This design comes from an exercise in tuning for small area on the open sky130 flow, not from production work. No driver is modelled on the clock port, so clocking that relies on it looks cheaper here than on a real chip.

## job 4071
==> flow/design.v (excerpt) <==
module apb_slave_mem #(
  parameter int ADDR_WIDTH  = 16,
  parameter int DATA_WIDTH  = 32,
  parameter int MEM_DEPTH   = 64,
  parameter int RO_BASE     = 48,
  parameter int WAIT_STATES = 2
) (
  input  logic                  pclk,
  input  logic                  preset_n,
  input  logic                  psel,
  input  logic                  penable,
  input  logic                  pwrite,
  input  logic [ADDR_WIDTH-1:0] paddr,
  input  logic [DATA_WIDTH-1:0] pwdata,
  output logic [DATA_WIDTH-1:0] prdata,
  output logic                  pready,
  output logic                  pslverr
);
  logic [1:0] cnt;
  logic       setup;
  logic       in_rw;      
  logic       in_mem;     
  logic       addr_err;
  assign setup    = psel && !penable;
  assign in_mem   = ({1'b0, paddr} < (ADDR_WIDTH+1)'(MEM_DEPTH));
  assign in_rw    = ({1'b0, paddr} < (ADDR_WIDTH+1)'(RO_BASE));
  assign addr_err = pwrite ? !in_rw : !in_mem;
  assign pready  = preset_n && psel && penable && (cnt == 2'(WAIT_STATES + 1));
  assign pslverr = addr_err;
  always_ff @(posedge pclk) begin
    if (!preset_n || !psel) begin
      cnt <= 2'd0;
    end else if (!penable) begin
      cnt <= 2'd1;
    end else if (cnt == 2'(WAIT_STATES + 1)) begin
      cnt <= 2'd0;
    end else if (cnt != 2'd0) begin
      cnt <= cnt + 2'd1;
    end
  end
  apb_mem_array #(
    .DATA_WIDTH (DATA_WIDTH),
    .RINGS      (RO_BASE / 4)
  ) u_mem (
    .clk    (pclk),
    .rst_n  (preset_n),
    .we     (pready && pwrite && in_rw),
    .wring  (paddr[5:2]),
    .wslot  (paddr[1:0]),
    .wdata  (pwdata),
    .rvalid (in_rw),
    .rring  (paddr[5:2]),
    .rslot  (paddr[1:0]),
    .rdata  (prdata)
  );
endmodule
Size in the first run: about 2400 cells after synthesis, ~1600 flip-flops, roughly 39000 µm² of cells after synthesis.
clock: 5.0 ns
lec_check: 0
cap_margin: 0
core_margin: 2
core_utilization: 40
slew_margin: 0
standard.sh (not shown) runs the stock make flow with config.mk's settings and CLKGATE_MAP_FILE= SYNTH_SCRIPT=/design/flow/synth_recipe.tcl, a recipe that flattens the netlist after the stock synthesis.
==> flow/flow/run.sh <==
#!/bin/bash
# Own layout flow: the standard ORFS flow (standard.sh), with
#  - synthesis: synth_recipe.tcl unchanged except that the final abc mapping
#    uses an area-oriented script (flow/area.abc) instead of abc_speed.script;
#    registers, flattening and renaming are as in the standard synthesis;
#  - CTS without dummy loads;
#  - CTS, port buffer and repair settings from the variables below.
# Each tool's full output stays in orfs/logs/; make's output goes to make.log.
set -euo pipefail
W=$(pwd)
mkdir -p "$W/areasynth"
# synth.tcl with its abc call replaced by flow/abc_call.tcl
awk -v f="$W/flow/abc_call.tcl" '
  /^  log_cmd abc \{\*\}\$abc_args$/ { while ((getline l < f) > 0) print l; next }
  { print }' "$FLOW_HOME/scripts/synth.tcl" > "$W/areasynth/synth_core.tcl"
grep -q AREA_ABC_SCRIPT "$W/areasynth/synth_core.tcl"
sed "s|^source \$::env(SCRIPTS_DIR)/synth.tcl\$|source $W/areasynth/synth_core.tcl|" \
  "$W/synth_recipe.tcl" > "$W/areasynth/synth.tcl"
grep -q "areasynth/synth_core.tcl" "$W/areasynth/synth.tcl"
export AREA_ABC_SCRIPT="$W/flow/area.abc"

CTS="-sink_clustering_enable -repair_clock_nets -dont_use_dummy_load"
[[ -n "${MY_CTS_EXTRA:-}" ]] && CTS="$CTS $MY_CTS_EXTRA"
source "$W/flow/knobs.sh"

bash "$W/standard.sh" \
  SYNTH_SCRIPT="$W/areasynth/synth.tcl" \
  CTS_ARGS="$CTS $CTS_EXTRA" \
  "${EXTRA_VARS[@]}" \
  finish > "$W/make.log" 2>&1
==> flow/flow/abc_call.tcl <==
  # Area-oriented mapping: the same abc arguments without the speed script
  # and delay target, and this folder's area.abc script instead.
  set area_abc_args {}
  set skip 0
  foreach a $abc_args {
    if { $skip } { set skip 0; continue }
    if { $a eq "-script" || $a eq "-D" } { set skip 1; continue }
    lappend area_abc_args $a
  }
  log_cmd abc -script $::env(AREA_ABC_SCRIPT) {*}$area_abc_args
==> flow/flow/area.abc <==
strash; dc2; dch; amap; topo
==> flow/flow/knobs.sh <==
CTS_EXTRA="-sink_clustering_size 30 -sink_clustering_max_diameter 100"
EXTRA_VARS=(BUFFER_PORTS_ARGS="-buffer_cell sky130_fd_sc_hd__buf_1")
Modified inputs, job 5287 compared to job 4071
==> flow/flow/knobs.sh <==
CTS_EXTRA="-sink_clustering_size 18 -sink_clustering_max_diameter 60 -buf_list sky130_fd_sc_hd__clkbuf_8 -root_buf sky130_fd_sc_hd__clkbuf_16"
EXTRA_VARS=(BUFFER_PORTS_ARGS="-buffer_cell sky130_fd_sc_hd__buf_1")
Findings:
Across job 5287 and job 4071, none had a timing, DRC or antenna violation. Job 5287 ends up with a global-route usage that is 0.26 points higher than in job 4071. Status: flip-flop and latch share of the layout cell area parity (job 4071, job 5287). As far as core utilization is concerned, job 5287 and job 4071 perform about the same. Diff job 5287..job 4071 | fraction of area in non-clock buffers | negligible. The signed area change from the synthesized netlist to the final layout of job 4071 and that of job 5287 are within noise of each other. Flip-flop and latch count: job 5287 vs job 4071 identical.
### job 5287 -> job 2043
- CORE_UTILIZATION now 70, was 40
- PLACE_DENSITY now 0.85, previously not set
==> flow/flow/knobs.sh <==
CTS_EXTRA="-sink_clustering_size 30 -sink_clustering_max_diameter 100"
EXTRA_VARS=(BUFFER_PORTS_ARGS="-buffer_cell sky130_fd_sc_hd__buf_1")
Results
In the reports for job 2043 and job 5287, the larger setup slack of the worst register-to-register path belongs to job 5287. Diff job 5287 -> job 2043 | global-route wire length before repair | up slightly. Utilization after layout came out higher on job 2043 than on job 5287. | area growth from synthesis to final layout | lower: job 2043 |. Measured against job 5287, the detail-routed net length per standard cell of job 2043 comes out at 1.17 times the reference value. Compared with job 5287, job 2043 degrades wire length. Comparing the two runs side by side, job 2043 comes out ahead of job 5287 on cell area. Looking at final critical-path share of the clock period, job 2043 sits below job 5287. In the reports for job 2043 and job 5287, the smaller overall track demand over capacity in global routing belongs to job 5287. Logic depth of the worst path, buffers included ends up lower on job 5287. Looking at count of buffers not belonging to the clock network in the layout, job 2043 sits 17 higher than job 5287 does.
Function was not checked in any run of this note: the RTL went through the layout flow alone.

[separate check: timing with driven ports]
How much do the figures lean on ideal ports? The routed layouts below were timed once more, with nothing changed but the port constraints. Step 1, drivers: a clkbuf_16 drives pclk and a buf_2 each remaining input, both assumed. Step 2 adds t to the input delays and takes it off the output delays; t is the mean of the earliest and latest rising clock arrival at the registers after step 1. Input paths then give back, and output paths get back, about the clock's delay inside the block. a / b / c = ideal / step 1 / step 2; a / b = the first two.
| run | shift t [ns] | setup slack, ns | worst setup path after step 2 |
|---|---|---|---|
| job 4071 | 0.707 | 0.174 / 0.149 / 0.149 | input to output |
| job 5287 | 0.677 | 0.191 / 0.166 / 0.166 | input to output |
| job 2043 | 0.722 | 0.412 / 0.381 / 0.381 | input to output |
After both steps every run listed still meets setup and hold. For job 2043, which loses most, drivers alone change the setup slack by -0.031 ns; drivers and shift together by -0.031 ns.
